This is an optimization exercise on Yosys and OpenROAD, whose aim is small area, a short achievable clock period and few clock cycles, not a production implementation. The RTL was checked by simulation tests, not by an equivalence proof against the original design. No activity file was given, so power comes from the tool's default toggle rates.

**flow/design.v**
```verilog
package matvec_pkg;
    typedef logic signed [14-1:0] elem_t;
    typedef logic signed [28-1:0] acc_t;
    typedef logic [$clog2(8*8)-1:0] w_addr_t;
    typedef logic [$clog2(8)-1:0] x_addr_t;
endpackage
`timescale 1ns/1ps
module mul_csa (
    input  logic [13:0] w,
    input  logic [6:0] one,
    input  logic [6:0] two,
    input  logic [6:0] neg,
    output logic [28:0] s,
    output logic [28:0] c
);
    wire pp0_0 = ((one[0] & w[0]) | (two[0] & 1'b0)) ^ neg[0];
    wire pp0_1 = ((one[0] & w[1]) | (two[0] & w[0])) ^ neg[0];
    wire pp0_2 = ((one[0] & w[2]) | (two[0] & w[1])) ^ neg[0];
    wire pp0_3 = ((one[0] & w[3]) | (two[0] & w[2])) ^ neg[0];
    wire pp0_4 = ((one[0] & w[4]) | (two[0] & w[3])) ^ neg[0];
    wire pp0_5 = ((one[0] & w[5]) | (two[0] & w[4])) ^ neg[0];
    wire pp0_6 = ((one[0] & w[6]) | (two[0] & w[5])) ^ neg[0];
    wire pp0_7 = ((one[0] & w[7]) | (two[0] & w[6])) ^ neg[0];
    wire pp0_8 = ((one[0] & w[8]) | (two[0] & w[7])) ^ neg[0];
    wire pp0_9 = ((one[0] & w[9]) | (two[0] & w[8])) ^ neg[0];
    wire pp0_10 = ((one[0] & w[10]) | (two[0] & w[9])) ^ neg[0];
    wire pp0_11 = ((one[0] & w[11]) | (two[0] & w[10])) ^ neg[0];
    wire pp0_12 = ((one[0] & w[12]) | (two[0] & w[11])) ^ neg[0];
    wire pp0_13 = ((one[0] & w[13]) | (two[0] & w[12])) ^ neg[0];
    wire pp0_14 = ((one[0] & w[13]) | (two[0] & w[13])) ^ neg[0];
    wire pp0_15 = ~(((one[0] & w[13]) | (two[0] & w[13])) ^ neg[0]);
    wire pp1_0 = ((one[1] & w[0]) | (two[1] & 1'b0)) ^ neg[1];
    wire pp1_1 = ((one[1] & w[1]) | (two[1] & w[0])) ^ neg[1];
    wire pp1_2 = ((one[1] & w[2]) | (two[1] & w[1])) ^ neg[1];
    wire pp1_3 = ((one[1] & w[3]) | (two[1] & w[2])) ^ neg[1];
    wire pp1_4 = ((one[1] & w[4]) | (two[1] & w[3])) ^ neg[1];
    wire pp1_5 = ((one[1] & w[5]) | (two[1] & w[4])) ^ neg[1];
    wire pp1_6 = ((one[1] & w[6]) | (two[1] & w[5])) ^ neg[1];
    wire pp1_7 = ((one[1] & w[7]) | (two[1] & w[6])) ^ neg[1];
    wire pp1_8 = ((one[1] & w[8]) | (two[1] & w[7])) ^ neg[1];
    wire pp1_9 = ((one[1] & w[9]) | (two[1] & w[8])) ^ neg[1];
    wire pp1_10 = ((one[1] & w[10]) | (two[1] & w[9])) ^ neg[1];
    wire pp1_11 = ((one[1] & w[11]) | (two[1] & w[10])) ^ neg[1];
    wire pp1_12 = ((one[1] & w[12]) | (two[1] & w[11])) ^ neg[1];
    wire pp1_13 = ((one[1] & w[13]) | (two[1] & w[12])) ^ neg[1];
    wire pp1_14 = ((one[1] & w[13]) | (two[1] & w[13])) ^ neg[1];
    wire pp1_15 = ~(((one[1] & w[13]) | (two[1] & w[13])) ^ neg[1]);
    wire pp2_0 = ((one[2] & w[0]) | (two[2] & 1'b0)) ^ neg[2];
    wire pp2_1 = ((one[2] & w[1]) | (two[2] & w[0])) ^ neg[2];
    wire pp2_2 = ((one[2] & w[2]) | (two[2] & w[1])) ^ neg[2];
    wire pp2_3 = ((one[2] & w[3]) | (two[2] & w[2])) ^ neg[2];
    wire pp2_4 = ((one[2] & w[4]) | (two[2] & w[3])) ^ neg[2];
    wire pp2_5 = ((one[2] & w[5]) | (two[2] & w[4])) ^ neg[2];
    wire pp2_6 = ((one[2] & w[6]) | (two[2] & w[5])) ^ neg[2];
    wire pp2_7 = ((one[2] & w[7]) | (two[2] & w[6])) ^ neg[2];
    wire pp2_8 = ((one[2] & w[8]) | (two[2] & w[7])) ^ neg[2];
    wire pp2_9 = ((one[2] & w[9]) | (two[2] & w[8])) ^ neg[2];
    wire pp2_10 = ((one[2] & w[10]) | (two[2] & w[9])) ^ neg[2];
    wire pp2_11 = ((one[2] & w[11]) | (two[2] & w[10])) ^ neg[2];
    wire pp2_12 = ((one[2] & w[12]) | (two[2] & w[11])) ^ neg[2];
    wire pp2_13 = ((one[2] & w[13]) | (two[2] & w[12])) ^ neg[2];
    wire pp2_14 = ((one[2] & w[13]) | (two[2] & w[13])) ^ neg[2];
    wire pp2_15 = ~(((one[2] & w[13]) | (two[2] & w[13])) ^ neg[2]);
    wire pp3_0 = ((one[3] & w[0]) | (two[3] & 1'b0)) ^ neg[3];
    wire pp3_1 = ((one[3] & w[1]) | (two[3] & w[0])) ^ neg[3];
    wire pp3_2 = ((one[3] & w[2]) | (two[3] & w[1])) ^ neg[3];
    wire pp3_3 = ((one[3] & w[3]) | (two[3] & w[2])) ^ neg[3];
    wire pp3_4 = ((one[3] & w[4]) | (two[3] & w[3])) ^ neg[3];
    wire pp3_5 = ((one[3] & w[5]) | (two[3] & w[4])) ^ neg[3];
    wire pp3_6 = ((one[3] & w[6]) | (two[3] & w[5])) ^ neg[3];
    wire pp3_7 = ((one[3] & w[7]) | (two[3] & w[6])) ^ neg[3];
    wire pp3_8 = ((one[3] & w[8]) | (two[3] & w[7])) ^ neg[3];
    wire pp3_9 = ((one[3] & w[9]) | (two[3] & w[8])) ^ neg[3];
    wire pp3_10 = ((one[3] & w[10]) | (two[3] & w[9])) ^ neg[3];
    wire pp3_11 = ((one[3] & w[11]) | (two[3] & w[10])) ^ neg[3];
    wire pp3_12 = ((one[3] & w[12]) | (two[3] & w[11])) ^ neg[3];
    wire pp3_13 = ((one[3] & w[13]) | (two[3] & w[12])) ^ neg[3];
    wire pp3_14 = ((one[3] & w[13]) | (two[3] & w[13])) ^ neg[3];
    wire pp3_15 = ~(((one[3] & w[13]) | (two[3] & w[13])) ^ neg[3]);
    wire pp4_0 = ((one[4] & w[0]) | (two[4] & 1'b0)) ^ neg[4];
    wire pp4_1 = ((one[4] & w[1]) | (two[4] & w[0])) ^ neg[4];
    wire pp4_2 = ((one[4] & w[2]) | (two[4] & w[1])) ^ neg[4];
    wire pp4_3 = ((one[4] & w[3]) | (two[4] & w[2])) ^ neg[4];
    wire pp4_4 = ((one[4] & w[4]) | (two[4] & w[3])) ^ neg[4];
    wire pp4_5 = ((one[4] & w[5]) | (two[4] & w[4])) ^ neg[4];
    wire pp4_6 = ((one[4] & w[6]) | (two[4] & w[5])) ^ neg[4];
    wire pp4_7 = ((one[4] & w[7]) | (two[4] & w[6])) ^ neg[4];
    wire pp4_8 = ((one[4] & w[8]) | (two[4] & w[7])) ^ neg[4];
    wire pp4_9 = ((one[4] & w[9]) | (two[4] & w[8])) ^ neg[4];
    wire pp4_10 = ((one[4] & w[10]) | (two[4] & w[9])) ^ neg[4];
    wire pp4_11 = ((one[4] & w[11]) | (two[4] & w[10])) ^ neg[4];
    wire pp4_12 = ((one[4] & w[12]) | (two[4] & w[11])) ^ neg[4];
    wire pp4_13 = ((one[4] & w[13]) | (two[4] & w[12])) ^ neg[4];
    wire pp4_14 = ((one[4] & w[13]) | (two[4] & w[13])) ^ neg[4];
    wire pp4_15 = ~(((one[4] & w[13]) | (two[4] & w[13])) ^ neg[4]);
    wire pp5_0 = ((one[5] & w[0]) | (two[5] & 1'b0)) ^ neg[5];
    wire pp5_1 = ((one[5] & w[1]) | (two[5] & w[0])) ^ neg[5];
    wire pp5_2 = ((one[5] & w[2]) | (two[5] & w[1])) ^ neg[5];
    wire pp5_3 = ((one[5] & w[3]) | (two[5] & w[2])) ^ neg[5];
    wire pp5_4 = ((one[5] & w[4]) | (two[5] & w[3])) ^ neg[5];
    wire pp5_5 = ((one[5] & w[5]) | (two[5] & w[4])) ^ neg[5];
    wire pp5_6 = ((one[5] & w[6]) | (two[5] & w[5])) ^ neg[5];
    wire pp5_7 = ((one[5] & w[7]) | (two[5] & w[6])) ^ neg[5];
    wire pp5_8 = ((one[5] & w[8]) | (two[5] & w[7])) ^ neg[5];
    wire pp5_9 = ((one[5] & w[9]) | (two[5] & w[8])) ^ neg[5];
    wire pp5_10 = ((one[5] & w[10]) | (two[5] & w[9])) ^ neg[5];
    wire pp5_11 = ((one[5] & w[11]) | (two[5] & w[10])) ^ neg[5];
    wire pp5_12 = ((one[5] & w[12]) | (two[5] & w[11])) ^ neg[5];
    wire pp5_13 = ((one[5] & w[13]) | (two[5] & w[12])) ^ neg[5];
    wire pp5_14 = ((one[5] & w[13]) | (two[5] & w[13])) ^ neg[5];
    wire pp5_15 = ~(((one[5] & w[13]) | (two[5] & w[13])) ^ neg[5]);
    wire pp6_0 = ((one[6] & w[0]) | (two[6] & 1'b0)) ^ neg[6];
    wire pp6_1 = ((one[6] & w[1]) | (two[6] & w[0])) ^ neg[6];
    wire pp6_2 = ((one[6] & w[2]) | (two[6] & w[1])) ^ neg[6];
    wire pp6_3 = ((one[6] & w[3]) | (two[6] & w[2])) ^ neg[6];
    wire pp6_4 = ((one[6] & w[4]) | (two[6] & w[3])) ^ neg[6];
    wire pp6_5 = ((one[6] & w[5]) | (two[6] & w[4])) ^ neg[6];
    wire pp6_6 = ((one[6] & w[6]) | (two[6] & w[5])) ^ neg[6];
    wire pp6_7 = ((one[6] & w[7]) | (two[6] & w[6])) ^ neg[6];
    wire pp6_8 = ((one[6] & w[8]) | (two[6] & w[7])) ^ neg[6];
    wire pp6_9 = ((one[6] & w[9]) | (two[6] & w[8])) ^ neg[6];
    wire pp6_10 = ((one[6] & w[10]) | (two[6] & w[9])) ^ neg[6];
    wire pp6_11 = ((one[6] & w[11]) | (two[6] & w[10])) ^ neg[6];
    wire pp6_12 = ((one[6] & w[12]) | (two[6] & w[11])) ^ neg[6];
    wire pp6_13 = ((one[6] & w[13]) | (two[6] & w[12])) ^ neg[6];
    wire pp6_14 = ((one[6] & w[13]) | (two[6] & w[13])) ^ neg[6];
    wire pp6_15 = ~(((one[6] & w[13]) | (two[6] & w[13])) ^ neg[6]);
    wire s1 = pp0_10 ^ pp1_8;
    wire c2 = pp0_10 & pp1_8;
    wire s3 = pp0_11 ^ pp1_9;
    wire c4 = pp0_11 & pp1_9;
    wire s5 = pp0_12 ^ pp1_10 ^ pp2_8;
    wire c6 = (pp0_12 & pp1_10) | (pp2_8 & (pp0_12 ^ pp1_10));
    wire s7 = pp3_6 ^ pp4_4;
    wire c8 = pp3_6 & pp4_4;
    wire s9 = pp0_13 ^ pp1_11 ^ pp2_9;
    wire c10 = (pp0_13 & pp1_11) | (pp2_9 & (pp0_13 ^ pp1_11));
    wire s11 = pp3_7 ^ pp4_5;
    wire c12 = pp3_7 & pp4_5;
    wire s13 = pp0_14 ^ pp1_12 ^ pp2_10;
    wire c14 = (pp0_14 & pp1_12) | (pp2_10 & (pp0_14 ^ pp1_12));
    wire s15 = pp3_8 ^ pp4_6;
    wire c16 = pp3_8 & pp4_6;
    wire s17 = pp0_15 ^ pp1_13 ^ pp2_11;
    wire c18 = (pp0_15 & pp1_13) | (pp2_11 & (pp0_15 ^ pp1_13));
    wire s19 = pp3_9 ^ pp4_7 ^ pp5_5;
    wire c20 = (pp3_9 & pp4_7) | (pp5_5 & (pp3_9 ^ pp4_7));
    wire s21 = pp1_14 ^ pp2_12 ^ pp3_10;
    wire c22 = (pp1_14 & pp2_12) | (pp3_10 & (pp1_14 ^ pp2_12));
    wire s23 = pp4_8 ^ pp5_6;
    wire c24 = pp4_8 & pp5_6;
    wire s25 = pp1_15 ^ pp2_13 ^ pp3_11;
    wire c26 = (pp1_15 & pp2_13) | (pp3_11 & (pp1_15 ^ pp2_13));
    wire s27 = pp2_14 ^ pp3_12;
    wire c28 = pp2_14 & pp3_12;
    wire s29 = pp0_6 ^ pp1_4;
    wire c30 = pp0_6 & pp1_4;
    wire s31 = pp0_7 ^ pp1_5;
    wire c32 = pp0_7 & pp1_5;
    wire s33 = pp0_8 ^ pp1_6 ^ pp2_4;
    wire c34 = (pp0_8 & pp1_6) | (pp2_4 & (pp0_8 ^ pp1_6));
    wire s35 = pp3_2 ^ pp4_0;
    wire c36 = pp3_2 & pp4_0;
    wire s37 = pp0_9 ^ pp1_7 ^ pp2_5;
    wire c38 = (pp0_9 & pp1_7) | (pp2_5 & (pp0_9 ^ pp1_7));
    wire s39 = pp3_3 ^ pp4_1;
    wire c40 = pp3_3 & pp4_1;
    wire s41 = pp2_6 ^ pp3_4 ^ pp4_2;
    wire c42 = (pp2_6 & pp3_4) | (pp4_2 & (pp2_6 ^ pp3_4));
    wire s43 = pp5_0 ^ neg[5] ^ s1;
    wire c44 = (pp5_0 & neg[5]) | (s1 & (pp5_0 ^ neg[5]));
    wire s45 = pp2_7 ^ pp3_5 ^ pp4_3;
    wire c46 = (pp2_7 & pp3_5) | (pp4_3 & (pp2_7 ^ pp3_5));
    wire s47 = pp5_1 ^ s3 ^ c2;
    wire c48 = (pp5_1 & s3) | (c2 & (pp5_1 ^ s3));
    wire s49 = pp5_2 ^ pp6_0 ^ neg[6];
    wire c50 = (pp5_2 & pp6_0) | (neg[6] & (pp5_2 ^ pp6_0));
    wire s51 = s5 ^ s7 ^ c4;
    wire c52 = (s5 & s7) | (c4 & (s5 ^ s7));
    wire s53 = pp5_3 ^ pp6_1 ^ s9;
    wire c54 = (pp5_3 & pp6_1) | (s9 & (pp5_3 ^ pp6_1));
    wire s55 = s11 ^ c6 ^ c8;
    wire c56 = (s11 & c6) | (c8 & (s11 ^ c6));
    wire s57 = pp5_4 ^ pp6_2 ^ s13;
    wire c58 = (pp5_4 & pp6_2) | (s13 & (pp5_4 ^ pp6_2));
    wire s59 = s15 ^ c10 ^ c12;
    wire c60 = (s15 & c10) | (c12 & (s15 ^ c10));
    wire s61 = pp6_3 ^ 1'b1 ^ s17;
    wire c62 = (pp6_3 & 1'b1) | (s17 & (pp6_3 ^ 1'b1));
    wire s63 = s19 ^ c14 ^ c16;
    wire c64 = (s19 & c14) | (c16 & (s19 ^ c14));
    wire s65 = pp6_4 ^ 1'b1 ^ s21;
    wire c66 = (pp6_4 & 1'b1) | (s21 & (pp6_4 ^ 1'b1));
    wire s67 = s23 ^ c18 ^ c20;
    wire c68 = (s23 & c18) | (c20 & (s23 ^ c18));
    wire s69 = pp4_9 ^ pp5_7 ^ pp6_5;
    wire c70 = (pp4_9 & pp5_7) | (pp6_5 & (pp4_9 ^ pp5_7));
    wire s71 = s25 ^ c22 ^ c24;
    wire c72 = (s25 & c22) | (c24 & (s25 ^ c22));
    wire s73 = pp4_10 ^ pp5_8 ^ pp6_6;
    wire c74 = (pp4_10 & pp5_8) | (pp6_6 & (pp4_10 ^ pp5_8));
    wire s75 = 1'b1 ^ s27 ^ c26;
    wire c76 = (1'b1 & s27) | (c26 & (1'b1 ^ s27));
    wire s77 = pp2_15 ^ pp3_13 ^ pp4_11;
    wire c78 = (pp2_15 & pp3_13) | (pp4_11 & (pp2_15 ^ pp3_13));
    wire s79 = pp5_9 ^ pp6_7 ^ c28;
    wire c80 = (pp5_9 & pp6_7) | (c28 & (pp5_9 ^ pp6_7));
    wire s81 = pp3_14 ^ pp4_12 ^ pp5_10;
    wire c82 = (pp3_14 & pp4_12) | (pp5_10 & (pp3_14 ^ pp4_12));
    wire s83 = pp6_8 ^ 1'b1;
    wire c84 = pp6_8 & 1'b1;
    wire s85 = pp3_15 ^ pp4_13 ^ pp5_11;
    wire c86 = (pp3_15 & pp4_13) | (pp5_11 & (pp3_15 ^ pp4_13));
    wire s87 = pp4_14 ^ pp5_12;
    wire c88 = pp4_14 & pp5_12;
    wire s89 = pp0_4 ^ pp1_2;
    wire c90 = pp0_4 & pp1_2;
    wire s91 = pp0_5 ^ pp1_3;
    wire c92 = pp0_5 & pp1_3;
    wire s93 = pp2_2 ^ pp3_0 ^ neg[3];
    wire c94 = (pp2_2 & pp3_0) | (neg[3] & (pp2_2 ^ pp3_0));
    wire s95 = pp2_3 ^ pp3_1 ^ s31;
    wire c96 = (pp2_3 & pp3_1) | (s31 & (pp2_3 ^ pp3_1));
    wire s97 = neg[4] ^ s33 ^ s35;
    wire c98 = (neg[4] & s33) | (s35 & (neg[4] ^ s33));
    wire s99 = s37 ^ s39 ^ c34;
    wire c100 = (s37 & s39) | (c34 & (s37 ^ s39));
    wire s101 = s41 ^ s43 ^ c38;
    wire c102 = (s41 & s43) | (c38 & (s41 ^ s43));
    wire s103 = s45 ^ s47 ^ c42;
    wire c104 = (s45 & s47) | (c42 & (s45 ^ s47));
    wire s105 = s49 ^ s51 ^ c46;
    wire c106 = (s49 & s51) | (c46 & (s49 ^ s51));
    wire s107 = s53 ^ s55 ^ c50;
    wire c108 = (s53 & s55) | (c50 & (s53 ^ s55));
    wire s109 = s57 ^ s59 ^ c54;
    wire c110 = (s57 & s59) | (c54 & (s57 ^ s59));
    wire s111 = s61 ^ s63 ^ c58;
    wire c112 = (s61 & s63) | (c58 & (s61 ^ s63));
    wire s113 = s65 ^ s67 ^ c62;
    wire c114 = (s65 & s67) | (c62 & (s65 ^ s67));
    wire s115 = s69 ^ s71 ^ c66;
    wire c116 = (s69 & s71) | (c66 & (s69 ^ s71));
    wire s117 = s73 ^ s75 ^ c70;
    wire c118 = (s73 & s75) | (c70 & (s73 ^ s75));
    wire s119 = s77 ^ s79 ^ c74;
    wire c120 = (s77 & s79) | (c74 & (s77 ^ s79));
    wire s121 = s81 ^ s83 ^ c78;
    wire c122 = (s81 & s83) | (c78 & (s81 ^ s83));
    wire s123 = pp6_9 ^ s85 ^ c82;
    wire c124 = (pp6_9 & s85) | (c82 & (pp6_9 ^ s85));
    wire s125 = pp6_10 ^ 1'b1 ^ s87;
    wire c126 = (pp6_10 & 1'b1) | (s87 & (pp6_10 ^ 1'b1));
    wire s127 = pp4_15 ^ pp5_13 ^ pp6_11;
    wire c128 = (pp4_15 & pp5_13) | (pp6_11 & (pp4_15 ^ pp5_13));
    wire s129 = pp5_14 ^ pp6_12;
    wire c130 = pp5_14 & pp6_12;
    wire s131 = pp0_2 ^ pp1_0;
    wire c132 = pp0_2 & pp1_0;
    wire s133 = pp0_3 ^ pp1_1;
    wire c134 = pp0_3 & pp1_1;
    wire s135 = pp2_0 ^ neg[2] ^ s89;
    wire c136 = (pp2_0 & neg[2]) | (s89 & (pp2_0 ^ neg[2]));
    wire s137 = pp2_1 ^ s91 ^ c90;
    wire c138 = (pp2_1 & s91) | (c90 & (pp2_1 ^ s91));
    wire s139 = s29 ^ s93 ^ c92;
    wire c140 = (s29 & s93) | (c92 & (s29 ^ s93));
    wire s141 = c30 ^ s95 ^ c94;
    wire c142 = (c30 & s95) | (c94 & (c30 ^ s95));
    wire s143 = c32 ^ s97 ^ c96;
    wire c144 = (c32 & s97) | (c96 & (c32 ^ s97));
    wire s145 = c36 ^ s99 ^ c98;
    wire c146 = (c36 & s99) | (c98 & (c36 ^ s99));
    wire s147 = c40 ^ s101 ^ c100;
    wire c148 = (c40 & s101) | (c100 & (c40 ^ s101));
    wire s149 = c44 ^ s103 ^ c102;
    wire c150 = (c44 & s103) | (c102 & (c44 ^ s103));
    wire s151 = c48 ^ s105 ^ c104;
    wire c152 = (c48 & s105) | (c104 & (c48 ^ s105));
    wire s153 = c52 ^ s107 ^ c106;
    wire c154 = (c52 & s107) | (c106 & (c52 ^ s107));
    wire s155 = c56 ^ s109 ^ c108;
    wire c156 = (c56 & s109) | (c108 & (c56 ^ s109));
    wire s157 = c60 ^ s111 ^ c110;
    wire c158 = (c60 & s111) | (c110 & (c60 ^ s111));
    wire s159 = c64 ^ s113 ^ c112;
    wire c160 = (c64 & s113) | (c112 & (c64 ^ s113));
    wire s161 = c68 ^ s115 ^ c114;
    wire c162 = (c68 & s115) | (c114 & (c68 ^ s115));
    wire s163 = c72 ^ s117 ^ c116;
    wire c164 = (c72 & s117) | (c116 & (c72 ^ s117));
    wire s165 = c76 ^ s119 ^ c118;
    wire c166 = (c76 & s119) | (c118 & (c76 ^ s119));
    wire s167 = c80 ^ s121 ^ c120;
    wire c168 = (c80 & s121) | (c120 & (c80 ^ s121));
    wire s169 = c84 ^ s123 ^ c122;
    wire c170 = (c84 & s123) | (c122 & (c84 ^ s123));
    wire s171 = c86 ^ s125 ^ c124;
    wire c172 = (c86 & s125) | (c124 & (c86 ^ s125));
    wire s173 = c88 ^ s127 ^ c126;
    wire c174 = (c88 & s127) | (c126 & (c88 ^ s127));
    wire s175 = 1'b1 ^ s129 ^ c128;
    wire c176 = (1'b1 & s129) | (c128 & (1'b1 ^ s129));
    wire s177 = pp5_15 ^ pp6_13 ^ c130;
    wire c178 = (pp5_15 & pp6_13) | (c130 & (pp5_15 ^ pp6_13));
    wire s179 = pp6_14 ^ 1'b1;
    wire c180 = pp6_14 & 1'b1;
    assign s = {1'b1, pp6_15, s179, s177, s175, s173, s171, s169, s167, s165, s163, s161, s159, s157, s155, s153, s151, s149, s147, s145, s143, s141, s139, s137, s135, s133, neg[1], pp0_1, pp0_0};
    assign c = {1'b0, c180, c178, c176, c174, c172, c170, c168, c166, c164, c162, c160, c158, c156, c154, c152, c150, c148, c146, c144, c142, c140, c138, c136, c134, c132, s131, 1'b0, neg[0]};
endmodule
`timescale 1ns/1ps
module matvec_top (
    input  logic               clk,
    input  logic               reset,
    input  logic               input_valid,
    output logic               input_ready,
    input  matvec_pkg::elem_t  input_data,
    input  logic               new_matrix,
    output logic               output_valid,
    input  logic               output_ready,
    output matvec_pkg::acc_t   output_data
);
    localparam int N  = 8;
    localparam int IW = 14;
    localparam int AW = 28;
    localparam int D  = 12;             
    localparam logic [AW-1:0] ACC_MAX = {1'b0, {(AW-1){1'b1}}};
    localparam logic [AW-1:0] ACC_MIN = {1'b1, {(AW-1){1'b0}}};
    logic [2:0] ph;        
    logic [2:0] col;       
    logic [2:0] row;       
    logic [1:0] mode;      
    logic [4:0] owed;      
    logic       accept;
    logic       x_word;
    logic       mat_word;
    logic       last_x;
    assign x_word   = (mode == 2'd2) || ((mode == 2'd0) && !new_matrix);
    assign mat_word = (mode == 2'd1) || ((mode == 2'd0) && new_matrix);
    assign input_ready = (ph == col) &&
                         !((mode == 2'd2) && (col == 3'd7) && (owed > 5'(D - N)));
    assign accept = input_valid && input_ready && !reset;
    assign last_x = accept && (mode == 2'd2) && (col == 3'd7);
    always_ff @(posedge clk) begin
        if (reset) begin
            ph   <= '0;
            col  <= '0;
            row  <= '0;
            mode <= 2'd0;
        end else begin
            ph <= ph + 3'd1;
            if (accept) begin
                col <= col + 3'd1;
                case (mode)
                    2'd0: mode <= new_matrix ? 2'd1 : 2'd2;
                    2'd1: begin
                        if (col == 3'd7) begin
                            row <= row + 3'd1;
                            if (row == 3'd7) mode <= 2'd2;
                        end
                    end
                    default: begin
                        if (col == 3'd7) mode <= 2'd0;
                    end
                endcase
            end
        end
    end
    logic [N-1:0][N-1:0][IW-1:0] ring;
    for (genvar r = 0; r < N; r++) begin : g_ring
        always_ff @(posedge clk) begin
            for (int k = 0; k < N - 1; k++) ring[r][k] <= ring[r][k+1];
            if (accept && mat_word && (row == 3'(r))) ring[r][N-1] <= input_data;
            else                                      ring[r][N-1] <= ring[r][0];
        end
    end
    logic [N-1:0][6:0] xone, xtwo, xneg;
    logic [N+1:0]      fl;      
    logic [N+1:0]      ll;      
    logic [IW:0]       xb;
    logic [6:0]        one_in, two_in, neg_in;
    assign xb = {input_data, 1'b0};
    for (genvar i = 0; i < 7; i++) begin : g_rec
        assign one_in[i] = xb[2*i+1] ^ xb[2*i];
        assign two_in[i] = (xb[2*i+2] & ~xb[2*i+1] & ~xb[2*i]) |
                           (~xb[2*i+2] & xb[2*i+1] & xb[2*i]);
        assign neg_in[i] = xb[2*i+2];
    end
    always_ff @(posedge clk) begin
        xone[0] <= (accept && x_word) ? one_in : '0;
        xtwo[0] <= (accept && x_word) ? two_in : '0;
        xneg[0] <= (accept && x_word) ? neg_in : '0;
        for (int k = 1; k < N; k++) begin
            xone[k] <= xone[k-1];
            xtwo[k] <= xtwo[k-1];
            xneg[k] <= xneg[k-1];
        end
    end
    always_ff @(posedge clk) begin
        if (reset) begin
            fl <= '0;
            ll <= '0;
        end else begin
            fl <= {fl[N:0], accept && x_word && (col == 3'd0)};
            ll <= {ll[N:0], last_x};
        end
    end
    logic [N-1:0][AW-1:0] acc;
    logic [N-1:0][AW-1:0] push_terms;
    for (genvar r = 0; r < N; r++) begin : g_row
        logic [IW-1:0] w;
        logic [AW:0]   s, c, s_q, c_q;
        logic [AW:0]   a, hs, hc, sum;
        assign w = ring[r][N-1-r];
        mul_csa u_mul (
            .w   (w),
            .one (xone[r]),
            .two (xtwo[r]),
            .neg (xneg[r]),
            .s (s),
            .c (c)
        );
        assign a  = fl[r+1] ? '0 : {acc[r][AW-1], acc[r]};
        assign hs = a ^ s_q ^ c_q;
        assign hc = ((a & s_q) | (a & c_q) | (s_q & c_q)) << 1;
        assign sum = hs + hc;
        always_ff @(posedge clk) begin
            s_q <= s;
            c_q <= c;
            if (sum[AW] != sum[AW-1]) acc[r] <= sum[AW] ? ACC_MIN : ACC_MAX;
            else                      acc[r] <= sum[AW-1:0];
        end
        assign push_terms[r] = ll[r+2] ? acc[r] : '0;
    end
    localparam int NE = D - 1;
    logic [NE-1:0][AW-1:0] fe;
    logic [NE-1:0]         wp, rp;      
    logic [3:0]            n;           
    logic                  ov;
    logic [AW-1:0]         oq;
    logic                  push, pop, load, take;
    logic [AW-1:0]         din, head, nextval;
    always_comb begin
        din = '0;
        for (int r = 0; r < N; r++) din = din | push_terms[r];
        head = '0;
        for (int i = 0; i < NE; i++) head = head | (rp[i] ? fe[i] : '0);
    end
    logic       avail;
    logic [3:0] n_keep, n_take;
    logic [4:0] owed_keep, owed_pop;
    assign push      = |ll[N+1:2];
    assign avail     = (n != 4'd0) || push;
    assign load      = !ov || output_ready;
    assign pop       = ov && output_ready;
    assign take      = load && avail;
    assign nextval   = (n != 4'd0) ? head : din;
    assign n_keep    = n + 4'(push);
    assign n_take    = n_keep - 4'd1;
    assign owed_keep = owed + (last_x ? 5'd8 : 5'd0);
    assign owed_pop  = owed_keep - 5'd1;
    always_ff @(posedge clk) begin
        for (int i = 0; i < NE; i++) begin
            if (push && wp[i]) fe[i] <= din;
        end
        if (load) oq <= nextval;
    end
    always_ff @(posedge clk) begin
        if (reset) begin
            wp   <= NE'(1);
            rp   <= NE'(1);
            n    <= '0;
            ov   <= 1'b0;
            owed <= '0;
        end else begin
            if (push) wp <= {wp[NE-2:0], wp[NE-1]};
            if (take) rp <= {rp[NE-2:0], rp[NE-1]};
            n    <= take ? n_take : n_keep;
            ov   <= avail || (ov && !output_ready);
            owed <= pop ? owed_pop : owed_keep;
        end
    end
    assign output_valid = ov;
    assign output_data  = oq;
endmodule
```
**flow/run.sh**
```bash
#!/bin/bash
# synth_recipe.tcl (not shown) runs the flow's synth.tcl, then flattens the netlist and writes it again
# the make line also repeats each setting of config.mk as NAME=value (left out here)
make -C /OpenROAD-flow-scripts/flow DESIGN_CONFIG=/design/flow/config.mk WORK_HOME=/design/flow/orfs CLKGATE_MAP_FILE= SYNTH_SCRIPT=/design/flow/synth_recipe.tcl finish
```
**flow/config.mk**
```make
export PLATFORM = sky130hd
export DESIGN_NAME = matvec_top
export DESIGN_NICKNAME = matvec_top
export VERILOG_FILES = /design/flow/design.v
export SDC_FILE = /design/flow/constraint.sdc
export NUM_CORES = 4
export LEC_CHECK = 0
export CAP_MARGIN = 20
export CORE_MARGIN = 2
export CORE_UTILIZATION = 40
export SLEW_MARGIN = 20
```
**flow/constraint.sdc**
```tcl
create_clock -name core_clock -period 8.0 [get_ports {clk}]
set_input_delay 1.6000 -clock core_clock [delete_from_list [all_inputs] [get_ports {clk}]]
set_output_delay 1.6000 -clock core_clock [all_outputs]
set_load 0.01 [all_outputs]
```
==> run notes, run 1 <==
* Outcome: timing/DRC/antenna clean
* Routing usage on met3 at 0.0361
* Cell taking the most area after synthesis: dfxtp_1
* Net Sw Frac at 0.390
* Post-DP HPWL at 206 mm
* DRT Pass-1 Iters at 8
* Reg clk slew, reported paths at around 0.070 ns
* Final Hold Viols at 0
* Internal at about 26 mW
* CP Class: flip-flop to flip-flop
* Pwr dens at 366 nW/um^2
* Total power at approximately 42 mW
* CTS sink cnt at 2,104
* DIE AREA at between 200,000 and 300,000 um^2
* FMAX at 0.184 GHz
* Via/cell ratio at around 5.2
* Core ar. at 257,000 um^2
* Die width at just over 500 um
* WL/cell at between 20 and 25 um
* Asr flop ratio synth at 0
* Met2 usage at 0.341
* H-tree lvl count at 4
* Top post-synthesis cells by count: dfxtp_1, inv_1, a22oi_1
* Top Usage Layer GRT: met2
* Synth Register Bits at around 2,100
* TNS Setup at 0 ns
* Total number of vias at around 70,000
* Global-route usage over all layers at 0.217
* Yosys warning count at 1
* P_leak at ~47 nW
* Largest cells by area after synthesis: dfxtp_1, fa_1, edfxtp_1, a22oi_1, inv_1
* Drt drc at 0
* TritonCTS clock tree: built
* Synth cell types at approximately 100
* Count of nets after finishing at 10,573
* Initial antenna violation count at 19
* Via count of the first global-routing pass at between 60,000 and 70,000
* Logic pwr share at 0.405
* Ys flop type: dfxtp_1
* EDFF count, synth at roughly 340
* Worst-Margin Slew at 1.15 ns
* Global-route wire length before repair at between 400 and 500 mm
* Sequential share of power at 0.336
* CP Cell Sequence: nor2b_1, fa_1, ha_1, fa_1, a211oi_1, o21a_1, o2bb2ai_1, a311oi_2, o21ai_1, a21oi_1, xnor2_1, nand4_1, a21oi_1
* Final ANT Viol Nets at 0
* Tcrit/Tclk final at 0.679
* Synth Instances at approximately 9,600
* Net Sw Power at approximately 16 mW
* Share of the synthesized area in the top cell type at 0.343
* Initial core utilization at 0.402
* Worst skew pair latency at slightly below 0.9 ns
* Non-Filler Instances at between 10,000 and 15,000
* M1 GR Usage at 0.303
* Max-Cap Viols at 0
* Fin crit period at ~5.4 ns
* Worst path required time at around 9 ns
* Most frequent cell after synthesis: dfxtp_1
* Routed wire length at just under 300 mm
* CTS Hold Bufs at 0
* Final setup viols at 0
* Clock Path Buffers at 3
* Die Ht at a little over 500 um
* Clock skew after layout at around 0.056 ns
* Sequential fraction of the synthesis area at 0.441
* Synthesized area at 103,000 um^2
* Starting DRT DRC Count at around 6,000
* Pin count of the biggest net entering global routing at 60
* Root Buffer: clkbuf_16
* Net Count, Synth at between 10,000 and 15,000
* Routability congestion estimate at ~0.94
* Row count at about 190
* Max Slew Vio Count at 0
* CTS resizes at 0
* Slowest stage delay, CP at between 0.9 and 1 ns
* Postcts setup bufs at 0
* Gr ovfl total at 0
* Data arrival time of the critical path at about 6.2 ns
* IO Pins at 49
* Fillers at between 20,000 and 25,000
* Slew HR at 0.229
* I/O Buffers at 48
* Critical path's slowest cell: dfxtp_1
* Placed cell area at roughly 110,000 um^2
* RSZ-0062 raised after global routing: false
* Dpl cells at between 10,000 and 15,000
* Area Growth Syn to Fin at 11.0%
* Layout cells sized above 1 at 0.0726
* Clock power frac at 0.259
* TritonCTS buffer count at about 220
* Maximum vdd ir drop at around 380 uV
* CP Launch Type: flip-flop
* Post-route cell area at between 100,000 and 150,000 um^2
* Worst Setup End Kind: flip-flop
* Crit Path Max Fanout at 29
* Worst hold path class: flip-flop to flip-flop
* Avg Inst Size Synth at 10.8 um^2
[power groups by stage]
stage / clock [mW] / combinational [mW] / sequential [mW]
5_1_grt: 11.5 / 19.1 / 14.1
3_5_place_dp: 0 / 16.8 / 14.3
2_1_floorplan: 0 / 13.2 / 13.0
6_report: 10.8 / 17.0 / 14.1
4_1_cts: 11.1 / 16.9 / 14.0
3_3_place_gp: 0 / 16.5 / 14.3
[cells in the final DEF (no fill, tap or decap), drive strengths merged, types with 47 or more instances in the layout]
cell type  synthesis  layout
clkbuf           451     281
xnor2            551     551
nand4             54      54
fa               720     720
a22oi            898     898
nor2b             51      51
o21ai            235     235
mux2             144     144
xor2             498     498
nand2b           227     227
a21oi            338     338
a31oi             55      55
ha               416     416
a21o             106     106
nor2             203     203
buf               72     105
edfxtp           336     336
dfxtp           1768    1768
inv             1676    1695
nand2            213     213
clkinv             0      53
and3              47      47
[critical path: cells and delay by family, from the launching register on]
kind / cells / cell delay [ns]
and+or+nand+nor: 2 / 1.09
adders and majority gates: 3 / 1.13
xor gates and xnor gates: 1 / 0.28
DFF: 1 / 0.97
AOI/OAI and AO/OA: 7 / 1.85
[area by class of cell]
| type | instances | area [um^2] | share of cell area |
|---|---|---|---|
| clock buffers | 281 | 6010 | 0.0525 |
| inverters | 1676 | 6290 | 0.0550 |
| well taps | 3384 | 4230 | 0.0370 |
| clock inverters | 122 | 1770 | 0.0155 |
| diodes | 28 | 70.1 | 0.000612 |
| repair buffers | 148 | 1210 | 0.0105 |
| multi-input cells | 5273 | 49400 | 0.432 |
| flip-flops and latches | 2104 | 45500 | 0.397 |
[flip-flops by register name, summed over array words and instances, names as in the netlist]
register,count
ring,896
fe,308
acc,224
g_row.c_q,216
g_row.s_q,216
xone,56
xtwo,56
xneg,42
oq,28
rp,11
wp,11
ll,10
fl,9
owed,5
n,4
col,3
ph,3
row,3
mode,2
ov,1
[through the flow]
| stage | setup WS (ns) | hold WS (ns) | util |
|---|---|---|---|
| final | 2.57 | 0.282 | 0.446 |
| after detailed placement | 2.75 | 0.312 | 0.415 |
| after global placement | 2.91 | 0.310 | 0.415 |
| after CTS | 2.68 | 0.266 | 0.446 |
| after global routing | 2.20 | 0.282 | 0.446 |
| after floorplan | 3.91 | 0.310 | - |
[layer usage]
layer	wire (um)	vias to the layer above
li1	-	31157
met1	129000	33905
met2	129000	2472
met3	19800	479
met4	10600	2
met5	11	-
[kinds of logic (layout without fill, tap and decap cells)]
| family | after synthesis | count (layout) | synth area share |
|---|---|---|---|
| compound gates | 1934 | 1934 | 0.130 |
| xor+xnor | 1051 | 1051 | 0.0899 |
| fa+ha+maj | 1179 | 1179 | 0.195 |
| buf+inv | 2199 | 2227 | 0.0806 |
| flops | 2104 | 2104 | 0.441 |
| mux | 152 | 152 | 0.0165 |
| other cells | 0 | 28 | 0 |
| simple gates | 957 | 957 | 0.0478 |
[path summary, 6_finish.rpt]
check | start | depth (start not counted) | slack (ns) | end
worst min-delay path | ring[424] | 0 | 0.28 | ring[410]
worst min register to register | ring[424] | 0 | 0.28 | ring[410]
worst max-delay path | fl[7] | 13 | 2.57 | acc[177]
worst max register to register | fl[7] | 13 | 2.57 | acc[177]
Testbench counts, summed over its fixed seeds: cycles 5,464.
==> inputs of run 2 (changes only) <==
--- a/flow/config.mk
+++ b/flow/config.mk
@@ -8,4 +8,5 @@
 export CAP_MARGIN = 20
 export CORE_MARGIN = 2
 export CORE_UTILIZATION = 40
+export SETUP_SLACK_MARGIN = 4.5
 export SLEW_MARGIN = 20
==> run 2 against run 1 <==
Synthesized area unchanged. Power is 24% higher. Register-to-register slack better by 1.6 ns. Clock skew shrank 0.015 ns. Via count is 4.6% higher. Worst setup slack improved by 1.6 ns. Sequential cell count unchanged. Final cell count grew 2.5%. First-iteration DRC count rose by 7.8%. Die area unchanged.
==> run notes, run 2 <==
* Crit Path Max Fanout at 4 (-86%)
* Pwr dens at 423 nW/um^2 (+16%)
* RSZ-0062 raised after global routing: true
* Routed wire length at 303 mm (+5.1%)
* Net Count, Synth at 10,731 (unchanged)
* EDFF count, synth at 336 (unchanged)
* Via/cell ratio at 5.33 (+2.0%)
* Worst setup margin at 4.13 ns (+1.56 ns)
* Reg clk slew, reported paths at 0.06 ns (about the same)
* Die width at 512 um (unchanged)
* Layout cells sized above 1 at 0.187 (+0.115)
* Maximum vdd ir drop at 399 uV (+5.5%)
* Area Growth Syn to Fin at 18.8%
* Dpl ws at 2.86 ns (+0.112 ns)
* Pin count of the biggest net entering global routing at 66 (+10%)
* Starting DRT DRC Count at 6,451 (+7.8%)
* Core ar. at 257,000 um^2 (unchanged)
* CTS sink cnt at 2,104 (unchanged)
* TritonCTS clock tree: built
* Commonest non-fill, non-tap cell in the layout: inv_1
* Initial core utilization at 0.402 (unchanged)
* Row count at 186 (unchanged)
* Global-route usage over all layers at 0.226 (+0.00877)
* Root Buffer: clkbuf_16
* Drt drc at 0 (unchanged)
* I/O Buffers at 48 (unchanged)
* Biggest regs: ring x896, fe x308, acc x224
* Routability congestion estimate at 0.926 (-1.4%)
* Max-Cap Viols at 0 (unchanged)
* Largest Register: ring
* Final Hold Viols at 0 (unchanged)
* Worst Setup End Kind: flip-flop
* Outcome: timing/DRC/antenna clean
* Asr flop ratio synth at 0 (unchanged)
* Gr ovfl total at 0 (unchanged)
* Fillers at 22,880 (-3.8%)
* Worst hold path class: flip-flop to flip-flop
* CP Launch Type: flip-flop
* Largest cells by area after synthesis: dfxtp_1, fa_1, edfxtp_1, a22oi_1, inv_1
* Synthesized area at 103,000 um^2 (unchanged)
* Post-DP HPWL at 202 mm (-1.6%)
* Ys flop type: dfxtp_1
* Count of nets after finishing at 10,921 (+3.3%)
* P_leak at 49.2 nW (+4.9%)
* Final setup viols at 0 (unchanged)
* Number of flip-flops in the largest register at 896 (unchanged)
* TNS Setup at 0 ns (unchanged)
* Max Slew Vio Count at 0 (unchanged)
* Most frequent cell after synthesis: dfxtp_1
* Most frequent cells in the layout: inv_1, dfxtp_1, a22oi_1
* Synth Register Bits at 2,104 (unchanged)
* Worst path required time at 8.73 ns (-0.05 ns)
* Yosys warning count at 1 (unchanged)
* Synth Instances at 9,576 (unchanged)
* Worst-Margin Slew at 1.03 ns (-0.124 ns)
* Worst skew pair latency at 0.87 ns (-0.02 ns)
* Via count of the first global-routing pass at 72,289 (+5.8%)
* Total number of vias at 71,156 (+4.6%)
* Synth cell types at 102 (unchanged)
* WL/cell at 22.7 um (+2.5%)
* Fin crit period at 3.87 ns (-1.56 ns)
* CP Class: flip-flop to flip-flop
* IO Pins at 49 (unchanged)
* DRT Pass-1 Iters at 9 (+1)
* Cell taking the most area after synthesis: dfxtp_1
* Share of the synthesized area in the top cell type at 0.343 (unchanged)
* DIE AREA at 262,000 um^2 (unchanged)
* Clock skew after layout at 0.0413 ns (-0.0145 ns)
* Initial antenna violation count at 21 (+2)
* Final core occ at 0.477 (+0.0312)
* Sequential fraction of the synthesis area at 0.441 (unchanged)
* FMAX at 0.259 GHz (+40%)
* Top post-synthesis cells by count: dfxtp_1, inv_1, a22oi_1
* Die Ht at 512 um (unchanged)
* Data arrival time of the critical path at 4.60 ns (-1.61 ns)
* H-tree lvl count at 4 (unchanged)
* Avg Inst Size Synth at 10.8 um^2 (unchanged)
* Tcrit/Tclk final at 0.483 (-0.196)
* Global-route wire length before repair at 451 mm (+4.0%)
* Slew HR at 0.313 (+0.0837)
* Final ANT Viol Nets at 0 (unchanged)
* Clock Path Buffers at 3 (unchanged)
* TritonCTS buffer count at 208 (-3.3%)
run 2: cell counts after synthesis:
No cell type changed its count.
run 2: worst max-delay path: stages (launching register included):
cell and delay [ns]:
dfxtp_4 0.37, buf_12 0.13, nand2b_4 0.13, fa_1 0.52, inv_2 0.05, fa_2 0.35, a211o_4 0.35, a211oi_4 0.35
o32ai_4 0.13, buf_4 0.16, or3_4 0.34, a31o_4 0.25, a211oi_2 0.21, xnor2_1 0.10, maj3_2 0.30
run 2: final cells by class:
cell class / instances / area (um^2) / share of cell area
Timing Repair Buffer: 472 / 4480 / 0.0365
Clock buffer: 268 / 5800 / 0.0474
Tap cell: 3384 / 4230 / 0.0346
Inverter: 1676 / 6310 / 0.0515
Clock inverter: 114 / 1670 / 0.0136
Sequential cell: 2104 / 45800 / 0.374
Multi-Input combinational cell: 5304 / 54100 / 0.442
Antenna cell: 25 / 62.6 / 0.000511
run 2: kinds of logic (layout without fill, tap and decap cells):
group / after synthesis / count (layout) / share of synthesized area
AND/OR/NAND/NOR: 957 / 978 / 0.0478
buffers and inverters: 2199 / 2530 / 0.0806
other: 0 / 25 / 0
XOR/XNOR: 1051 / 1060 / 0.0899
AO/OA/AOI/OAI: 1934 / 1935 / 0.130
flip-flops: 2104 / 2104 / 0.441
multiplexers: 152 / 152 / 0.0165
adder cells (fa/ha/maj): 1179 / 1179 / 0.195
run 2: power breakdown:
group | leakage [nW] | switching, mW | internal [mW]
clock | 3.60 | 4.33 | 6.20
combinational | 28.5 | 14.8 | 12.5
sequential | 17.1 | 1.70 | 12.4
run 2: layer usage:
metal	vias up	global-route usage	routed length [um]	part of all wire
met1	35653	0.306	131000	0.43
met5	-	0	59	0.00019
li1	31917	-	-	-
met4	10	0.0971	12900	0.043
met2	2937	0.346	134000	0.44
met3	639	0.0496	25500	0.084
run 2: timing repair:
item	CTS	global route
pin swaps	204	212
buffers inserted	218	84
gates cloned	31	10
resized for setup	686	479
hold buffers	0	0
endpoints found under the setup margin	387	367
run 2: worst paths after layout:
kind	start	end	slack, ns	cells after the start
max	fl[3]	acc[77]	4.13	14
min	ring[605]	ring[591]	0.30	0
max reg2reg	fl[3]	acc[77]	4.13	14
min reg2reg	ring[605]	ring[591]	0.30	0
run 2: through the flow:
step,hold WS [ns],area (um^2),power (mW),instances
2_1_floorplan,0.310,104000,26.9,9576
3_3_place_gp,0.310,107000,30.9,12597
3_5_place_dp,0.312,107000,31.2,12597
4_1_cts,0.295,120000,47.6,13228
5_1_grt,0.306,122000,54.8,13324
6_report,0.297,123000,51.9,13347
==> inputs of run 3 (changes only) <==
--- a/flow/design.v
+++ b/flow/design.v
@@ -309,6 +309,34 @@
     assign c = {1'b0, c180, c178, c176, c174, c172, c170, c168, c166, c164, c162, c160, c158, c156, c154, c152, c150, c148, c146, c144, c142, c140, c138, c136, c134, c132, s131, 1'b0, neg[0]};
 endmodule
 `timescale 1ns/1ps
+module add_sk #(
+    parameter int W = 29
+) (
+    input  logic [W-1:0] a,
+    input  logic [W-1:0] b,
+    output logic [W-1:0] y
+);
+    localparam int L = $clog2(W);
+    logic [L:0][W-1:0] g;
+    logic [L:0][W-1:0] p;
+    always_comb begin
+        g[0] = a & b;
+        p[0] = a ^ b;
+        for (int l = 0; l < L; l++) begin
+            for (int i = 0; i < W; i++) begin
+                if (((i >> l) & 1) == 1) begin
+                    g[l+1][i] = g[l][i] | (p[l][i] & g[l][((i >> l) << l) - 1]);
+                    p[l+1][i] = p[l][i] & p[l][((i >> l) << l) - 1];
+                end else begin
+                    g[l+1][i] = g[l][i];
+                    p[l+1][i] = p[l][i];
+                end
+            end
+        end
+    end
+    assign y = p[0] ^ {g[L][W-2:0], 1'b0};
+endmodule
+`timescale 1ns/1ps
 module matvec_top (
     input  logic               clk,
     input  logic               reset,
@@ -335,36 +363,49 @@
     logic       x_word;
     logic       mat_word;
     logic       last_x;
+    logic [2:0] ph_n, col_n, row_n;
+    logic [1:0] mode_n;
+    logic [4:0] owed_n;
+    logic       ready_q;
     assign x_word   = (mode == 2'd2) || ((mode == 2'd0) && !new_matrix);
     assign mat_word = (mode == 2'd1) || ((mode == 2'd0) && new_matrix);
-    assign input_ready = (ph == col) &&
-                         !((mode == 2'd2) && (col == 3'd7) && (owed > 5'(D - N)));
-    assign accept = input_valid && input_ready && !reset;
+    assign input_ready = ready_q;
+    assign accept = input_valid && ready_q && !reset;
     assign last_x = accept && (mode == 2'd2) && (col == 3'd7);
-    always_ff @(posedge clk) begin
-        if (reset) begin
-            ph   <= '0;
-            col  <= '0;
-            row  <= '0;
-            mode <= 2'd0;
-        end else begin
-            ph <= ph + 3'd1;
-            if (accept) begin
-                col <= col + 3'd1;
-                case (mode)
-                    2'd0: mode <= new_matrix ? 2'd1 : 2'd2;
-                    2'd1: begin
-                        if (col == 3'd7) begin
-                            row <= row + 3'd1;
-                            if (row == 3'd7) mode <= 2'd2;
-                        end
-                    end
-                    default: begin
-                        if (col == 3'd7) mode <= 2'd0;
+    always_comb begin
+        ph_n   = ph + 3'd1;
+        col_n  = col;
+        row_n  = row;
+        mode_n = mode;
+        if (accept) begin
+            col_n = col + 3'd1;
+            case (mode)
+                2'd0: mode_n = new_matrix ? 2'd1 : 2'd2;
+                2'd1: begin
+                    if (col == 3'd7) begin
+                        row_n = row + 3'd1;
+                        if (row == 3'd7) mode_n = 2'd2;
                     end
-                endcase
-            end
+                end
+                default: begin
+                    if (col == 3'd7) mode_n = 2'd0;
+                end
+            endcase
         end
+        if (reset) begin
+            ph_n   = '0;
+            col_n  = '0;
+            row_n  = '0;
+            mode_n = 2'd0;
+        end
+    end
+    always_ff @(posedge clk) begin
+        ph      <= ph_n;
+        col     <= col_n;
+        row     <= row_n;
+        mode    <= mode_n;
+        ready_q <= (ph_n == col_n) &&
+                   !((mode_n == 2'd2) && (col_n == 3'd7) && (owed_n > 5'(D - N)));
     end
     logic [N-1:0][N-1:0][IW-1:0] ring;
     for (genvar r = 0; r < N; r++) begin : g_ring
@@ -409,7 +450,7 @@
     logic [N-1:0][AW-1:0] push_terms;
     for (genvar r = 0; r < N; r++) begin : g_row
         logic [IW-1:0] w;
-        logic [AW:0]   s, c, s_q, c_q;
+        logic [AW:0]   s, c, t_q, u_q;
         logic [AW:0]   a, hs, hc, sum;
         assign w = ring[r][N-1-r];
         mul_csa u_mul (
@@ -421,12 +462,16 @@
             .c (c)
         );
         assign a  = fl[r+1] ? '0 : {acc[r][AW-1], acc[r]};
-        assign hs = a ^ s_q ^ c_q;
-        assign hc = ((a & s_q) | (a & c_q) | (s_q & c_q)) << 1;
-        assign sum = hs + hc;
+        assign hs = a ^ t_q;
+        assign hc = (u_q | (a & t_q)) << 1;
+        add_sk #(.W(AW + 1)) u_add (
+            .a (hs),
+            .b (hc),
+            .y (sum)
+        );
         always_ff @(posedge clk) begin
-            s_q <= s;
-            c_q <= c;
+            t_q <= s ^ c;
+            u_q <= s & c;
             if (sum[AW] != sum[AW-1]) acc[r] <= sum[AW] ? ACC_MIN : ACC_MAX;
             else                      acc[r] <= sum[AW-1:0];
         end
@@ -455,6 +500,7 @@
     assign pop       = ov && output_ready;
     assign take      = load && avail;
     assign nextval   = (n != 4'd0) ? head : din;
+    assign owed_n    = reset ? 5'd0 : (pop ? owed_pop : owed_keep);
     assign n_keep    = n + 4'(push);
     assign n_take    = n_keep - 4'd1;
     assign owed_keep = owed + (last_x ? 5'd8 : 5'd0);
@@ -477,7 +523,7 @@
             if (take) rp <= {rp[NE-2:0], rp[NE-1]};
             n    <= take ? n_take : n_keep;
             ov   <= avail || (ov && !output_ready);
-            owed <= pop ? owed_pop : owed_keep;
+            owed <= owed_n;
         end
     end
     assign output_valid = ov;
--- a/flow/config.mk
+++ b/flow/config.mk
@@ -7,6 +7,6 @@
 export LEC_CHECK = 0
 export CAP_MARGIN = 20
 export CORE_MARGIN = 2
-export CORE_UTILIZATION = 40
+export CORE_UTILIZATION = 60
 export SETUP_SLACK_MARGIN = 4.5
 export SLEW_MARGIN = 20
==> run 3 against run 2 <==
Final cell count fell by 17%. Worst setup slack improved by 0.32 ns. Critical path type unchanged. Via count fell by 7.3%. Maximum frequency rose by 9.0%. Die area fell by 36%. Utilization rose by 22 points.
==> run notes, run 3 <==
* Global-route usage over all layers at 0.325 (+0.0995)
* Crit Path Max Fanout at 7 (+3)
* Buf/Inv on CP at 5 (+2)
* Net Count, Synth at 9,890 (-7.8%)
* Total number of vias at 65,980 (-7.3%)
* Most frequent cell after synthesis: dfxtp_1
* Worst skew pair latency at 0.90 ns (+0.03 ns)
* Core ar. at 164,000 um^2 (-36%)
* Maximum vdd ir drop at 523 uV (+31%)
* Synth Instances at 8,514 (-11%)
* I/O Buffers at 48 (unchanged)
* Ys flop type: dfxtp_1
* Clock skew after layout at 0.0522 ns (+0.0109 ns)
* Avg Inst Size Synth at 11.6 um^2 (+7.9%)
* Via count of the first global-routing pass at 65,795 (-9.0%)
* Top post-synthesis cells by count: dfxtp_1, a22oi_1, ha_1
* Worst Setup End Kind: flip-flop
* EDFF count, synth at 336 (unchanged)
* Worst-Margin Slew at 1.08 ns (+0.0473 ns)
* Commonest non-fill, non-tap cell in the layout: dfxtp_1
* Number of flip-flops in the largest register at 896 (unchanged)
* TritonCTS buffer count at 208 (unchanged)
* Max Slew Vio Count at 0 (unchanged)
* IO Pins at 49 (unchanged)
* Biggest regs: ring x896, fe x308, acc x224
* FMAX at 0.282 GHz (+9.0%)
* Gr ovfl total at 0 (unchanged)
* DIE AREA at 168,000 um^2 (-36%)
* Synth cell types at 75 (-26%)
* CP Cell Sequence: buf_12, buf_12, nor2b_4, ha_4, ha_4, a21o_1, a21oi_4, a31oi_4, a2111o_2, a221oi_4, a21oi_4, buf_6, nor3_4, buf_6, buf_12, o21ai_1
* Area Growth Syn to Fin at 16.3%
* Initial core utilization at 0.602 (+0.200)
* Share of the synthesized area in the top cell type at 0.359 (+0.0158)
* Synth Register Bits at 2,111 (+0.33%)
* RSZ-0062 raised after global routing: true
* Post-DP HPWL at 187 mm (-7.8%)
* Via/cell ratio at 5.96 (+12%)
* Root Buffer: clkbuf_16
* Starting DRT DRC Count at 6,012 (-6.8%)
* Critical path's top delay family: compound AO/OA/AOI/OAI gates
* Tcrit/Tclk final at 0.444 (-0.0399)
* Count of nets after finishing at 10,046 (-8.0%)
* Final setup viols at 0 (unchanged)
* Most frequent cell on the critical path: buf_12
* Critical path's slowest cell: a2111o_2
* Layout cells sized above 1 at 0.187 (-0.000239)
* Most frequent cells in the layout: dfxtp_1, a22oi_1, ha_1
* Routed wire length at 282 mm (-7.1%)
* Reg clk slew, reported paths at 0.07 ns (about the same)
* Slowest stage delay, CP at 0.55 ns (+0.03 ns)
* Die Ht at 410 um (-20%)
* Drt drc at 0 (unchanged)
* Final ANT Viol Nets at 0 (unchanged)
* Die width at 410 um (-20%)
* P_leak at 47.2 nW (-4.0%)
* Largest Register: ring
* Cell taking the most area after synthesis: dfxtp_1
* Slew HR at 0.279 (-0.0337)
* Data arrival time of the critical path at 4.29 ns (-0.31 ns)
* TNS Setup at 0 ns (unchanged)
* Non-Filler Instances at 11,075 (-17%)
* Max-Cap Viols at 0 (unchanged)
* Asr flop ratio synth at 0 (unchanged)
* Largest cells by area after synthesis: dfxtp_1, fa_1, ha_1, edfxtp_1, a22oi_1
* CP Launch Type: flip-flop
* Worst path required time at 8.75 ns (+0.02 ns)
* Reg2reg setup slack at 4.45 ns (+0.32 ns)
* Pwr dens at 308 nW/um^2 (-27%)
* Outcome: timing/DRC/antenna clean
* H-tree lvl count at 4 (unchanged)
* Initial antenna violation count at 22 (+4.8%)
* Pin count of the biggest net entering global routing at 60 (-9.1%)
* WL/cell at 25.4 um (+12%)
* Synthesized area at 99,000 um^2 (-4.0%)
* CP Class: flip-flop to flip-flop
* Clock Path Buffers at 3 (unchanged)
* Fin crit period at 3.55 ns (-0.319 ns)
* CTS sink cnt at 2,111 (+0.33%)
* Final Hold Viols at 0 (unchanged)
* TritonCTS clock tree: built
* Sequential fraction of the synthesis area at 0.461 (+0.0199)
* Row count at 149 (-20%)
* Dpl cells at 10,370 (-18%)
* DRT Pass-1 Iters at 6 (-3)
* Yosys warning count at 2 (+1)
* CTS Hold Bufs at 0 (unchanged)
* Routability congestion estimate at 0.948 (+2.4%)
* Global-route wire length before repair at 411 mm (-8.9%)
* Worst hold path class: flip-flop to flip-flop
==> run 3: path summary, 6_finish.rpt <==
kind,from,end,cells past startpoint
worst max-delay path,fl[8],acc[210],16
worst min-delay path,ring[575],ring[561],0
worst max register to register,fl[8],acc[210],16
worst min register to register,ring[575],ring[561],0
==> run 3: cell type report <==
cell class                 count  area, um^2
tap                         2189        2740
multi-input combinational   5247       51500
clock inverter               125        1730
antenna                       32        80.1
inverter                     669        2510
timing repair buffer         433        4390
clock buffer                 269        5810
sequential                  2111       46300
fill                       11984       49300
==> run 3: cell families after synthesis <==
logic type,count (synthesis),synth area share
flops,2111,0.461
compound gates,1663,0.118
fa+ha+maj,1357,0.212
buf+inv,1171,0.0447
simple gates,1048,0.0582
xor+xnor,1011,0.0894
mux,153,0.0172
==> run 3: worst register-to-register path, cell delays in order (launching register included) <==
cell	delay, ns
dfxtp_4	0.37
buf_12	0.15
buf_12	0.14
nor2b_4	0.14
ha_4	0.22
ha_4	0.24
a21o_1	0.21
a21oi_4	0.20
a31oi_4	0.11
a2111o_2	0.55
a221oi_4	0.33
a21oi_4	0.12
buf_6	0.14
nor3_4	0.15
buf_6	0.14
buf_12	0.12
o21ai_1	0.07
==> run 3: power by group <==
part           internal [mW]  total (mW)  switching (mW)
sequential              11.9        13.2            1.25
clock                   6.08        10.5            4.39
combinational           5.58        11.8            6.21
total                   23.6        35.4            11.8
==> run 3: timing repair <==
item                       4_1_cts  5_1_grt
resized for setup              396      596
setup endpoints to repair      356      313
pin swaps                       44      182
cloned                          15       23
setup buffers                   79      162
==> run 3: metal layers <==
layer | vias up | global-route usage | wire [um]
met3 | 610 | 0.0739 | 24200
li1 | 29666 | - | -
met2 | 2790 | 0.513 | 128000
met4 | 6 | 0.153 | 13300
met5 | - | 0 | 40
met1 | 32908 | 0.426 | 116000
==> run 3: metrics by stage <==
stage	power, mW	utilization	setup WS, ns	hold slack, ns	area, um^2
2_1_floorplan	19.6	-	4.50	0.310	99200
3_3_place_gp	22.2	0.616	3.47	0.310	101000
3_5_place_dp	22.4	0.616	3.30	0.312	101000
4_1_cts	34.0	0.675	4.48	0.293	111000
5_1_grt	37.2	0.700	4.33	0.294	115000
6_report	35.4	0.700	4.45	0.300	115000
Testbench counts of run 3, summed over its fixed seeds: cycles 5,464.
==> inputs of run 4 (changes only) <==
--- a/flow/config.mk
+++ b/flow/config.mk
@@ -8,5 +8,6 @@
 export CAP_MARGIN = 20
 export CORE_MARGIN = 2
 export CORE_UTILIZATION = 60
+export CTS_BUF_LIST = sky130_fd_sc_hd__clkbuf_4 sky130_fd_sc_hd__clkbuf_8
 export SETUP_SLACK_MARGIN = 4.5
 export SLEW_MARGIN = 20
==> run 4 against run 3 <==
Final cell count is 2.2% higher. Critical path type unchanged. Wire length is 0.65% higher. Clock skew is 0.030 ns higher. Die area stayed put. Sequential power hardly changed. Synthesized cell count stayed put. Clock power is 6% lower. Sequential cell count stayed put.
==> run notes, run 4 <==
* Routability congestion estimate at 0.948 (unchanged)
* Via/cell ratio at 5.91 (-0.81%)
* Slowest stage delay, CP at 0.52 ns (-0.03 ns)
* CTS Hold Bufs at 0 (unchanged)
* DIE AREA at 168,000 um^2 (unchanged)
* Commonest non-fill, non-tap cell in the layout: dfxtp_1
* Global-route wire length before repair at 413 mm (+0.65%)
* Pin count of the biggest net entering global routing at 60 (unchanged)
* Post-route cell area at 115,000 um^2 (about the same)
* Number of flip-flops in the largest register at 896 (unchanged)
* Tcrit/Tclk final at 0.442 (-0.00107)
* Crit Path Max Fanout at 7 (unchanged)
* Max Slew Vio Count at 0 (unchanged)
* Synthesized area at 99,000 um^2 (unchanged)
* Worst skew pair latency at 1.10 ns (+0.20 ns)
* Synth Instances at 8,514 (unchanged)
* Initial antenna violation count at 29 (+32%)
* Gr ovfl total at 0 (unchanged)
* Share of the synthesized area in the top cell type at 0.359 (unchanged)
* Post-DP HPWL at 187 mm (unchanged)
* Synth cell types at 75 (unchanged)
* IO Pins at 49 (unchanged)
* Layout cells sized above 1 at 0.210 (+0.0233)
* Final ANT Viol Nets at 0 (unchanged)
* CP Launch Type: flip-flop
* Reg clk slew, reported paths at 0.06 ns (about the same)
* Global-route usage over all layers at 0.327 (+0.00169)
* Count of nets after finishing at 10,219 (+1.7%)
* Core ar. at 164,000 um^2 (unchanged)
* Cell taking the most area after synthesis: dfxtp_1
* Final setup viols at 0 (unchanged)
* Sequential fraction of the synthesis area at 0.461 (unchanged)
* Top post-synthesis cells by count: dfxtp_1, a22oi_1, ha_1
* Clock power frac at 0.284 (-0.011)
* P_leak at 47.6 nW (+0.98%)
* Starting DRT DRC Count at 5,651 (-6.0%)
* Worst-Margin Slew at 1.08 ns (+0.00337 ns)
* DRT Pass-1 Iters at 6 (unchanged)
* Slew HR at 0.277 (-0.00185)
* WL/cell at 25.1 um (-1.5%)
* Synth Register Bits at 2,111 (unchanged)
* CTS sink cnt at 2,111 (unchanged)
* Maximum vdd ir drop at 498 uV (-4.8%)
* Asr flop ratio synth at 0 (unchanged)
* Final Hold Viols at 0 (unchanged)
* Die width at 410 um (unchanged)
* Data arrival time of the critical path at 4.53 ns (+0.24 ns)
* Sequential share of power at 0.379 (+0.007)
* CP Class: flip-flop to flip-flop
* Outcome: timing/DRC/antenna clean
* Net Sw Power at 11.7 mW (-1.1%)
* EDFF count, synth at 336 (unchanged)
* Worst setup margin at 4.46 ns (+0.00855 ns)
* TritonCTS clock tree: built
* Clock Path Buffers at 4 (+1)
* Net Sw Frac at 0.337 (+0.00285)
* Worst Setup End Kind: flip-flop
* Fin crit period at 3.54 ns (-0.00855 ns)
* Largest Register: ring
* Via count of the first global-routing pass at 66,954 (+1.8%)
* Total number of vias at 66,899 (+1.4%)
* FMAX at 0.283 GHz (+0.24%)
* Worst hold path class: flip-flop to flip-flop
* Root Buffer: clkbuf_8
* Clock skew after layout at 0.0819 ns (+0.0297 ns)
* Drt drc at 0 (unchanged)
* Internal at 23.0 mW (-2.3%)
* Dpl ws at 3.30 ns (unchanged)
* CP Cell Sequence: buf_12, buf_16, buf_6, nor2b_1, ha_1, ha_4, a21o_1, a21oi_2, a31oi_1, a2111o_1, a221oi_4, a21oi_4, buf_6, mux2_4, o21ai_2
* Routed wire length at 284 mm (+0.65%)
* Largest cells by area after synthesis: dfxtp_1, fa_1, ha_1, edfxtp_1, a22oi_1
* Non-Filler Instances at 11,321 (+2.2%)
* Most frequent cell after synthesis: dfxtp_1
* Most frequent cells in the layout: dfxtp_1, a22oi_1, ha_1
* Biggest regs: ring x896, fe x308, acc x224
* Die Ht at 410 um (unchanged)
* Row count at 149 (unchanged)
* TNS Setup at 0 ns (unchanged)
* Pwr dens at 302 nW/um^2 (-2.0%)
* Logic pwr share at 0.337 (+0.004)
* RSZ-0062 raised after global routing: true
* Worst path required time at 8.99 ns (+0.24 ns)
* TritonCTS buffer count at 349 (+68%)
* H-tree lvl count at 5 (+1)
* Area Growth Syn to Fin at 16.3% (about the same)
* Initial core utilization at 0.602 (unchanged)
* Critical path's slowest cell: a2111o_1
* Max-Cap Viols at 0 (unchanged)
* Dpl cells at 10,370 (unchanged)
* Avg Inst Size Synth at 11.6 um^2 (unchanged)
* Ys flop type: dfxtp_1
* Yosys warning count at 2 (unchanged)
* Most frequent cell on the critical path: buf_6
* I/O Buffers at 48 (unchanged)
* Hold slack final at 0.268 ns (-0.0325 ns)
* Placed cell area at 101,000 um^2 (unchanged)
* Net Count, Synth at 9,890 (unchanged)
run 4: stage by stage:
stage | util | power [mW]
finish | 0.700 | 34.8
CTS | 0.673 | 33.2
detailed placement | 0.616 | 22.4
floorplan | - | 19.6
global route | 0.700 | 36.6
global placement | 0.616 | 22.2
run 4: final timing paths:
path / from / to / slack (ns) / cells after the start
max reg2reg: fl[6] / acc[159] / 4.46 / 15
min: ring[744] / ring[730] / 0.27 / 0
min reg2reg: ring[744] / ring[730] / 0.27 / 0
max: fl[6] / acc[159] / 4.46 / 15
run 4: kinds of logic (layout without fill, tap and decap cells):
kind of cell    after synthesis  count (layout)  share of synthesized area
compound gates             1663            1664                      0.118
xor+xnor                   1011            1011                     0.0894
fa+ha+maj                  1357            1357                      0.212
buf+inv                    1171            1739                     0.0447
flops                      2111            2111                      0.461
mux                         153             162                     0.0172
other cells                   0              33                          0
simple gates               1048            1055                     0.0582
run 4: power by group through the flow:
stage	clock network [mW]	logic [mW]	registers, mW
3_3_place_gp	0	8.81	13.4
5_1_grt	10.5	12.9	13.2
3_5_place_dp	0	9.00	13.4
2_1_floorplan	0	7.08	12.5
4_1_cts	10.0	9.98	13.2
6_report	9.86	11.7	13.2
run 4: critical path: cells and delay by family (launching register included):
| family | cells | cell delay (ns) |
|---|---|---|
| buffers and inverters | 4 | 0.53 |
| adders and majority gates | 2 | 0.55 |
| AOI/OAI and AO/OA | 7 | 1.52 |
| DFF | 1 | 0.37 |
| and+or+nand+nor | 1 | 0.10 |
| muxes | 1 | 0.39 |
run 4: what timing repair did:
action | CTS | global route
gates resized for setup | 422 | 605
gates cloned | 21 | 21
setup buffers | 60 | 208
pin swaps | 37 | 162
endpoints found under the hold margin | 0 | 0
setup endpoints to repair | 383 | 290
run 4: metal layers:
metal  GRT usage  share of wire
met2       0.514           0.46
met1       0.424           0.41
met3      0.0760          0.086
met5           0        0.00018
met4       0.164          0.047
run 4: cell type report:
class | instances | area, um^2
clock inverter | 80 | 732
sequential | 2111 | 46300
tap | 2189 | 2740
timing repair buffer | 463 | 4670
multi-input combinational | 5249 | 51500
antenna | 33 | 82.6
fill | 12101 | 49300
clock buffer | 527 | 6610
inverter | 669 | 2510

port drivers added, routing unchanged:
Ports are ideal in the flow. The routed layouts listed here were re-timed in OpenROAD. Step 1: set_driving_cell puts a clkbuf_16 on clk and a buf_2 on each other input, an assumption about the parent block. Step 2, shift: input delay + t, output delay - t, t = (earliest + latest rising clock arrival at the registers) / 2. This alone moves slack from input paths to output paths. a / b / c = ideal ports / drivers / drivers and shift; a / b = the first two.
run	t, ns	setup WS [ns]	latest minus earliest clock arrival (ns)	worst slew at a driven data input, ns	pins driven straight from the clock port
run 1	0.958	2.568 / 2.568 / 2.568	0.065 / 0.065	0.04	1
run 2	0.940	4.133 / 4.133 / 3.659	0.050 / 0.050	0.03	1
run 3	0.959	4.452 / 4.452 / 3.661	0.055 / 0.055	0.30	1
run 4	1.133	4.460 / 4.460 / 3.438	0.104 / 0.105	0.30	1
After both steps every run listed still meets setup and hold. For run 4, which loses most, drivers alone change the setup slack by 0.000 ns; drivers and shift together by -1.022 ns.
